What follows belongs to an exercise in optimizing a design on an open flow for small area, a short achievable clock period and few clock cycles per item; a production flow would make more cautious choices.
Function was checked by simulation only, so behaviour that the tests miss may differ from the original.

==> run E <==
## xoshiro256ss_generator
module xoshiro256ss_generator
(
    input  logic      i_clk,
    input  logic      i_rst_n,
    input  logic      i_in_valid,
    output logic      o_in_stall,
    input  logic [64:0]  i_in_data,
    output logic      o_out_valid,
    input  logic      i_out_stall,
    output logic [116:0] o_out_data
);
==> module xoshiro256ss_generator, before the edit <==
module xoshiro256ss_generator
(
    input  logic      i_clk,
    input  logic      i_rst_n,
    input  logic      i_in_valid,
    output logic      o_in_stall,
    input  logic [64:0]  i_in_data,
    output logic      o_out_valid,
    input  logic      i_out_stall,
    output logic [116:0] o_out_data
);
    logic        r_ir_v, r_ir_k;
    logic [63:0] r_ir_d;
    logic       r_vb, r_vc, r_vd, r_ve;
    logic [1:0] r_ccount;
    logic       r_zf;
    logic [63:0] r_s0, r_s1, r_s2, r_s3;
    logic        r_p_v;
    logic [63:0] r_p;
    logic        r_om_v, r_os_v;
    logic [63:0] r_om, r_os;
    logic [63:0] r_m1s, r_m1c, r_z3, r_m2s, r_m2c;
    logic busy, start, ctr_step, ready, exec, p_moves, pop;
    assign busy     = r_vb | r_vc | r_vd | r_ve;
    assign start    = r_ir_v & (r_ir_k == CMD_SEED) & !r_vb;
    assign ctr_step = start | (r_vb & (r_ccount != 2'd0));
    assign p_moves  = r_p_v & !r_os_v;
    assign exec     = r_ir_v & (r_ir_k != CMD_SEED) & !busy & (!r_p_v | !r_os_v);
    assign pop      = r_om_v & !i_out_stall;
    logic       r_ready;
    logic       n_ir_v, n_ir_k, n_vb, n_vc, n_vd, n_ve, n_p_v, n_os_v;
    logic [1:0] n_ccount;
    logic       n_busy, n_start, n_ctr_step, n_exec, n_ready;
    assign ready = r_ready;
    always_comb begin
        n_ir_v   = ready ? i_in_valid : (r_ir_v & !(start | exec));
        n_ir_k   = ready ? i_in_data[64] : r_ir_k;
        n_vb     = start | (r_vb & (r_ccount != 2'd0));
        n_ccount = start ? 2'd2 : ((r_vb & (r_ccount != 2'd0)) ? r_ccount - 2'd1 : r_ccount);
        n_vc     = start | r_vb;
        n_vd     = r_vc;
        n_ve     = r_vd;
        n_p_v    = exec | (r_p_v & !p_moves);
        n_os_v   = r_os_v ? !pop : (p_moves & r_om_v & !pop);
        n_busy     = n_vb | n_vc | n_vd | n_ve;
        n_start    = n_ir_v & (n_ir_k == CMD_SEED) & !n_vb;
        n_ctr_step = n_start | (n_vb & (n_ccount != 2'd0));
        n_exec     = n_ir_v & (n_ir_k != CMD_SEED) & !n_busy & (!n_p_v | !n_os_v);
        n_ready    = !n_ctr_step & (!n_ir_v | n_exec);
    end
    always_ff @(posedge i_clk) begin
        if (!i_rst_n)
            r_ready <= 1'b1;
        else
            r_ready <= n_ready;
    end
    assign o_in_stall = !r_ready;
    always_ff @(posedge i_clk) begin
        if (ctr_step | ready)
            r_ir_d <= (ctr_step ? r_ir_d : i_in_data[63:0]) + SM_GAMMA;
    end
    always_ff @(posedge i_clk) begin
        if (!i_rst_n) begin
            r_ir_v <= 1'b0;
            r_ir_k <= 1'b0;
        end else if (ready) begin
            r_ir_v <= i_in_valid;
            r_ir_k <= i_in_data[64];
        end else if (start | exec) begin
            r_ir_v <= 1'b0;
        end
    end
    always_ff @(posedge i_clk) begin
        if (!i_rst_n) begin
            r_vb     <= 1'b0;
            r_vc     <= 1'b0;
            r_vd     <= 1'b0;
            r_ve     <= 1'b0;
            r_ccount <= 2'd0;
            r_zf     <= 1'b1;
        end else begin
            if (start) begin
                r_vb     <= 1'b1;
                r_ccount <= 2'd2;
                r_zf     <= 1'b0;
            end else if (r_vb) begin
                if (r_ccount == 2'd0)
                    r_vb <= 1'b0;
                else
                    r_ccount <= r_ccount - 2'd1;
            end
            r_vc <= start | r_vb;
            r_vd <= r_vc;
            r_ve <= r_vd;
        end
    end
    logic [63:0] z1, m1s, m1c, z2, m2s, m2c, z4, word;
    assign z1 = r_ir_d ^ (r_ir_d >> 30);
    xsr256_mul1 u_mul1 (.x(z1), .ps(m1s), .pc(m1c));
    assign z2 = r_m1s + r_m1c;
    xsr256_mul2 u_mul2 (.x(r_z3), .ps(m2s), .pc(m2c));
    assign z4 = r_m2s + r_m2c;
    assign word = z4 ^ (z4 >> 31);
    always_ff @(posedge i_clk) begin
        r_m1s <= m1s;
        r_m1c <= m1c;
        r_z3  <= z2 ^ (z2 >> 27);
        r_m2s <= m2s;
        r_m2c <= m2c;
    end
    logic [63:0] t, w2, w3;
    assign t  = r_s1 << 17;
    assign w2 = r_s2 ^ r_s0;
    assign w3 = r_s3 ^ r_s1;
    always_ff @(posedge i_clk) begin
        if (r_ve) begin
            r_s0 <= r_s1;
            r_s1 <= r_s2;
            r_s2 <= r_s3;
            r_s3 <= word;
        end else if (exec) begin
            r_s0 <= r_s0 ^ w3;
            r_s1 <= r_s1 ^ w2;
            r_s2 <= w2 ^ t;
            r_s3 <= {w3[18:0], w3[63:19]};
        end
    end
    always_ff @(posedge i_clk) begin
        if (exec)
            r_p <= r_zf ? 64'd0 : (r_s1 + {r_s1[61:0], 2'b00});
    end
    always_ff @(posedge i_clk) begin
        if (!i_rst_n)
            r_p_v <= 1'b0;
        else if (exec)
            r_p_v <= 1'b1;
        else if (p_moves)
            r_p_v <= 1'b0;
    end
    logic [63:0] rp, res;
    assign rp  = {r_p[56:0], r_p[63:57]};
    assign res = rp + {rp[60:0], 3'b000};
    always_ff @(posedge i_clk) begin
        if (!r_os_v)
            r_os <= res;
        if (!r_om_v | pop)
            r_om <= r_os_v ? r_os : res;
    end
    always_ff @(posedge i_clk) begin
        if (!i_rst_n) begin
            r_om_v <= 1'b0;
            r_os_v <= 1'b0;
        end else begin
            if (!r_om_v | pop)
                r_om_v <= r_os_v | p_moves;
            if (r_os_v)
                r_os_v <= !pop;
            else
                r_os_v <= p_moves & r_om_v & !pop;
        end
    end
    assign o_out_valid = r_om_v;
    assign o_out_data  = {r_om, r_om[63:11]};
endmodule
export LEC_CHECK = 0
export CAP_MARGIN = 20
export CORE_MARGIN = 2
export CORE_UTILIZATION = 40
export SLEW_MARGIN = 20
create_clock -name core_clock -period 12.0 [get_ports {i_clk}]
standard.sh (not shown) runs the stock make flow with config.mk's settings and CLKGATE_MAP_FILE= SYNTH_SCRIPT=/design/flow/synth_recipe.tcl, a recipe that flattens the netlist after the stock synthesis.
==> flow/flow/run.sh <==
#!/bin/bash
# Standard ORFS layout, with repair_timing aiming for extra setup slack
# (the clock and constraints are the design's own).
set -euo pipefail
bash standard.sh SETUP_SLACK_MARGIN=8.2 finish > standard_flow.log 2>&1
==> run K: changes against run E <==
--- a/flow/design.v
+++ b/flow/design.v
@@ -4111,2 +4111,3 @@
     logic [1:0] r_ccount;
+    logic [1:0] r_widx;      
     logic       r_zf;
@@ -4119,3 +4120,3 @@
     logic busy, start, ctr_step, ready, exec, p_moves, pop;
-    assign busy     = r_vb | r_vc | r_vd | r_ve;
+    assign busy     = r_vb | r_vc | r_vd | (r_ve & (r_widx != 2'd3));
     assign start    = r_ir_v & (r_ir_k == CMD_SEED) & !r_vb;
@@ -4127,3 +4128,3 @@
     logic       n_ir_v, n_ir_k, n_vb, n_vc, n_vd, n_ve, n_p_v, n_os_v;
-    logic [1:0] n_ccount;
+    logic [1:0] n_ccount, n_widx;
     logic       n_busy, n_start, n_ctr_step, n_exec, n_ready;
@@ -4134,9 +4135,10 @@
         n_vb     = start | (r_vb & (r_ccount != 2'd0));
-        n_ccount = start ? 2'd2 : ((r_vb & (r_ccount != 2'd0)) ? r_ccount - 2'd1 : r_ccount);
-        n_vc     = start | r_vb;
+        n_ccount = start ? 2'd3 : ((r_vb & (r_ccount != 2'd0)) ? r_ccount - 2'd1 : r_ccount);
+        n_vc     = r_vb;
         n_vd     = r_vc;
         n_ve     = r_vd;
+        n_widx   = r_widx + {1'b0, r_ve};
         n_p_v    = exec | (r_p_v & !p_moves);
         n_os_v   = r_os_v ? !pop : (p_moves & r_om_v & !pop);
-        n_busy     = n_vb | n_vc | n_vd | n_ve;
+        n_busy     = n_vb | n_vc | n_vd | (n_ve & (n_widx != 2'd3));
         n_start    = n_ir_v & (n_ir_k == CMD_SEED) & !n_vb;
@@ -4154,4 +4156,6 @@
     always_ff @(posedge i_clk) begin
-        if (ctr_step | ready)
-            r_ir_d <= (ctr_step ? r_ir_d : i_in_data[63:0]) + SM_GAMMA;
+        if (ctr_step)
+            r_ir_d <= r_ir_d + SM_GAMMA;
+        else if (ready)
+            r_ir_d <= i_in_data[63:0];
     end
@@ -4175,2 +4179,3 @@
             r_ccount <= 2'd0;
+            r_widx   <= 2'd0;
             r_zf     <= 1'b1;
@@ -4179,3 +4184,3 @@
                 r_vb     <= 1'b1;
-                r_ccount <= 2'd2;
+                r_ccount <= 2'd3;
                 r_zf     <= 1'b0;
@@ -4187,5 +4192,7 @@
             end
-            r_vc <= start | r_vb;
+            r_vc <= r_vb;
             r_vd <= r_vc;
             r_ve <= r_vd;
+            if (r_ve)
+                r_widx <= r_widx + 2'd1;
         end
@@ -4206,13 +4213,9 @@
     end
-    logic [63:0] t, w2, w3;
-    assign t  = r_s1 << 17;
-    assign w2 = r_s2 ^ r_s0;
-    assign w3 = r_s3 ^ r_s1;
-    always_ff @(posedge i_clk) begin
-        if (r_ve) begin
-            r_s0 <= r_s1;
-            r_s1 <= r_s2;
-            r_s2 <= r_s3;
-            r_s3 <= word;
-        end else if (exec) begin
+    logic [63:0] s3e, t, w2, w3;
+    assign s3e = r_ve ? word : r_s3;
+    assign t   = r_s1 << 17;
+    assign w2  = r_s2 ^ r_s0;
+    assign w3  = s3e ^ r_s1;
+    always_ff @(posedge i_clk) begin
+        if (exec) begin
             r_s0 <= r_s0 ^ w3;
@@ -4221,2 +4224,7 @@
             r_s3 <= {w3[18:0], w3[63:19]};
+        end else if (r_ve) begin
+            if (r_widx == 2'd0) r_s0 <= word;
+            if (r_widx == 2'd1) r_s1 <= word;
+            if (r_widx == 2'd2) r_s2 <= word;
+            if (r_widx == 2'd3) r_s3 <= word;
         end
==> flow/flow/run.sh (replaced) <==
#!/bin/bash
# Standard ORFS layout, with repair_timing aiming for extra setup slack and
# plain buffers on the ports (the clock and constraints are the design's own).
set -euo pipefail
bash standard.sh SETUP_SLACK_MARGIN=8.0 "BUFFER_PORTS_ARGS=-buffer_cell sky130_fd_sc_hd__buf_2" finish > standard_flow.log 2>&1
==> run C: changes against run E <==
--- a/flow/design.v
+++ b/flow/design.v
@@ -4134,4 +4134,4 @@
         n_vb     = start | (r_vb & (r_ccount != 2'd0));
-        n_ccount = start ? 2'd2 : ((r_vb & (r_ccount != 2'd0)) ? r_ccount - 2'd1 : r_ccount);
-        n_vc     = start | r_vb;
+        n_ccount = start ? 2'd3 : ((r_vb & (r_ccount != 2'd0)) ? r_ccount - 2'd1 : r_ccount);
+        n_vc     = r_vb;
         n_vd     = r_vc;
@@ -4154,4 +4154,6 @@
     always_ff @(posedge i_clk) begin
-        if (ctr_step | ready)
-            r_ir_d <= (ctr_step ? r_ir_d : i_in_data[63:0]) + SM_GAMMA;
+        if (ctr_step)
+            r_ir_d <= r_ir_d + SM_GAMMA;
+        else if (ready)
+            r_ir_d <= i_in_data[63:0];
     end
@@ -4179,3 +4181,3 @@
                 r_vb     <= 1'b1;
-                r_ccount <= 2'd2;
+                r_ccount <= 2'd3;
                 r_zf     <= 1'b0;
@@ -4187,3 +4189,3 @@
             end
-            r_vc <= start | r_vb;
+            r_vc <= r_vb;
             r_vd <= r_vc;
==> flow/flow/run.sh (replaced) <==
#!/bin/bash
# Standard ORFS layout, with repair_timing aiming for extra setup slack
# (the clock and constraints are the design's own).
set -euo pipefail
bash standard.sh SETUP_SLACK_MARGIN=8 finish > standard_flow.log 2>&1
==> run A: changes against run E <==
--- a/flow/design.v
+++ b/flow/design.v
@@ -4111,2 +4111,3 @@
     logic [1:0] r_ccount;
+    logic [1:0] r_widx;      
     logic       r_zf;
@@ -4119,3 +4120,3 @@
     logic busy, start, ctr_step, ready, exec, p_moves, pop;
-    assign busy     = r_vb | r_vc | r_vd | r_ve;
+    assign busy     = r_vb | r_vc | r_vd | (r_ve & (r_widx != 2'd3));
     assign start    = r_ir_v & (r_ir_k == CMD_SEED) & !r_vb;
@@ -4127,3 +4128,3 @@
     logic       n_ir_v, n_ir_k, n_vb, n_vc, n_vd, n_ve, n_p_v, n_os_v;
-    logic [1:0] n_ccount;
+    logic [1:0] n_ccount, n_widx;
     logic       n_busy, n_start, n_ctr_step, n_exec, n_ready;
@@ -4134,9 +4135,10 @@
         n_vb     = start | (r_vb & (r_ccount != 2'd0));
-        n_ccount = start ? 2'd2 : ((r_vb & (r_ccount != 2'd0)) ? r_ccount - 2'd1 : r_ccount);
-        n_vc     = start | r_vb;
+        n_ccount = start ? 2'd3 : ((r_vb & (r_ccount != 2'd0)) ? r_ccount - 2'd1 : r_ccount);
+        n_vc     = r_vb;
         n_vd     = r_vc;
         n_ve     = r_vd;
+        n_widx   = r_widx + {1'b0, r_ve};
         n_p_v    = exec | (r_p_v & !p_moves);
         n_os_v   = r_os_v ? !pop : (p_moves & r_om_v & !pop);
-        n_busy     = n_vb | n_vc | n_vd | n_ve;
+        n_busy     = n_vb | n_vc | n_vd | (n_ve & (n_widx != 2'd3));
         n_start    = n_ir_v & (n_ir_k == CMD_SEED) & !n_vb;
@@ -4154,4 +4156,6 @@
     always_ff @(posedge i_clk) begin
-        if (ctr_step | ready)
-            r_ir_d <= (ctr_step ? r_ir_d : i_in_data[63:0]) + SM_GAMMA;
+        if (ctr_step)
+            r_ir_d <= r_ir_d + SM_GAMMA;
+        else if (ready)
+            r_ir_d <= i_in_data[63:0];
     end
@@ -4175,2 +4179,3 @@
             r_ccount <= 2'd0;
+            r_widx   <= 2'd0;
             r_zf     <= 1'b1;
@@ -4179,3 +4184,3 @@
                 r_vb     <= 1'b1;
-                r_ccount <= 2'd2;
+                r_ccount <= 2'd3;
                 r_zf     <= 1'b0;
@@ -4187,5 +4192,7 @@
             end
-            r_vc <= start | r_vb;
+            r_vc <= r_vb;
             r_vd <= r_vc;
             r_ve <= r_vd;
+            if (r_ve)
+                r_widx <= r_widx + 2'd1;
         end
@@ -4206,13 +4213,9 @@
     end
-    logic [63:0] t, w2, w3;
-    assign t  = r_s1 << 17;
-    assign w2 = r_s2 ^ r_s0;
-    assign w3 = r_s3 ^ r_s1;
-    always_ff @(posedge i_clk) begin
-        if (r_ve) begin
-            r_s0 <= r_s1;
-            r_s1 <= r_s2;
-            r_s2 <= r_s3;
-            r_s3 <= word;
-        end else if (exec) begin
+    logic [63:0] s3e, t, w2, w3;
+    assign s3e = r_ve ? word : r_s3;
+    assign t   = r_s1 << 17;
+    assign w2  = r_s2 ^ r_s0;
+    assign w3  = s3e ^ r_s1;
+    always_ff @(posedge i_clk) begin
+        if (exec) begin
             r_s0 <= r_s0 ^ w3;
@@ -4221,2 +4224,7 @@
             r_s3 <= {w3[18:0], w3[63:19]};
+        end else if (r_ve) begin
+            if (r_widx == 2'd0) r_s0 <= word;
+            if (r_widx == 2'd1) r_s1 <= word;
+            if (r_widx == 2'd2) r_s2 <= word;
+            if (r_widx == 2'd3) r_s3 <= word;
         end
==> flow/flow/run.sh (replaced) <==
#!/bin/bash
# Standard ORFS layout, with repair_timing aiming for extra setup slack and
# plain buffers on the ports (the clock and constraints are the design's own).
set -euo pipefail
bash standard.sh SETUP_SLACK_MARGIN=8.2 "BUFFER_PORTS_ARGS=-buffer_cell sky130_fd_sc_hd__buf_2" finish > standard_flow.log 2>&1
==> impl_results.md <==
- Status: finished clean
- Cell Area, Synth: 77,300 µm²
- Adder-Cell Fraction of Synth Area: 0.123
- Critical path's slowest cell: or4_4
- Top area cells in the synthesized netlist: xnor2_1 (22%), edfxtp_1 (17%), dfxtp_1 (9.2%), xor2_1 (8.1%), maj3_1 (7.4%)
- Clock Sink Count: 805
- Commonest cells post-synth: xnor2_1 (1,911), xor2_1 (717), nor2_1 (688)
- Reg-to-reg endpoint: r_ir_d[62]$_DFFE_PP_
- Synthesized Nets: approximately 9,000
the above is filed under run E

==> impl_results.md <==
- Adder-Cell Fraction of Synth Area: 0.122
- Reg-to-reg endpoint: r_m1s[53]$_DFF_P_
- Commonest cells post-synth: xnor2_1 (1,978), nor2_1 (743), xor2_1 (703)
- Synthesized Nets: 9,051
- Critical path's slowest cell: fa_1
- Clock Sink Count: ~810
- Status: finished clean
- Cell Area, Synth: 76,900 µm²
the above is filed under run C

==> impl_results.md <==
- Status: finished clean
- Clock Sink Count: slightly above 800
- Top area cells in the synthesized netlist: xnor2_1 (22%), edfxtp_1 (17%), dfxtp_1 (9.1%), xor2_1 (7.1%), maj3_1 (6.8%)
- Synthesized Nets: between 9,000 and 10,000
- Reg2Reg Launch Point: r_ir_d[38]$_DFFE_PP_
- Setup bufs post-CTS: approximately 100
- Cell Area, Synth: slightly below 80,000 µm²
- Reg-to-reg endpoint: r_m1c[63]$_DFF_P_
- Commonest cells post-synth: xnor2_1 (1,979), a21oi_1 (779), nand2_1 (651), nor2_1 (651), xor2_1 (644)
- Adder-Cell Fraction of Synth Area: 0.111
the above is filed under run K

==> impl_results.md <==
- Cell Area, Synth: between 70,000 and 80,000 µm²
- Reg-to-reg endpoint: r_om[63]$_DFFE_PP_
- Status: finished clean
- Commonest cells post-synth: xnor2_1 (1,979), a21oi_1 (779), nand2_1 (651), nor2_1 (651), xor2_1 (644)
- Top area cells in the synthesized netlist: xnor2_1 (22%), edfxtp_1 (17%), dfxtp_1 (9.1%), xor2_1 (7.1%), maj3_1 (6.8%)
- Adder-Cell Fraction of Synth Area: 0.111
- Clock Sink Count: 807
- Critical path's slowest cell: a211oi_4
the above is filed under run A

Testbench counts of run E, summed over its fixed seeds: cycles 7,756, items 6,380.
Testbench counts of run K, summed over its fixed seeds: cycles 7,752, items 6,380.
Testbench counts of run C, summed over its fixed seeds: cycles 7,949, items 6,380.
Testbench counts of run A, summed over its fixed seeds: cycles 7,752, items 6,380.

## port drivers added, routing unchanged
Ports are ideal in the flow. The routed layouts listed here were re-timed in OpenROAD.
Step 1 assumes that a clkbuf_16 drives the clock port and a buf_2 every other input.
Step 2 adds t to the input delays and takes it off the output delays; t is the mean of the earliest and latest rising clock arrival at the registers after step 1. Input paths then give back, and output paths get back, about the clock's delay inside the block.
a / b / c = no drivers / after step 1 / after step 2; a / b = the first two.
| run | t, ns | setup WS [ns] | latest minus earliest clock arrival (ns) | cell pins on the clock port's net |
|---|---|---|---|---|
| run E | 0.827 | 7.583 / 7.630 / 6.803 | 0.084 / 0.084 | 1 |
| run K | 0.819 | 7.982 / 7.982 / 7.982 | 0.110 / 0.111 | 1 |
| run C | 0.834 | 7.994 / 7.985 / 7.984 | 0.109 / 0.110 | 1 |
| run A | 0.833 | 8.088 / 8.069 / 8.088 | 0.108 / 0.108 | 1 |
After both steps setup and hold are still met in every run listed. For run E, which loses most, drivers alone change the setup slack by +0.047 ns; drivers and shift together by -0.780 ns.
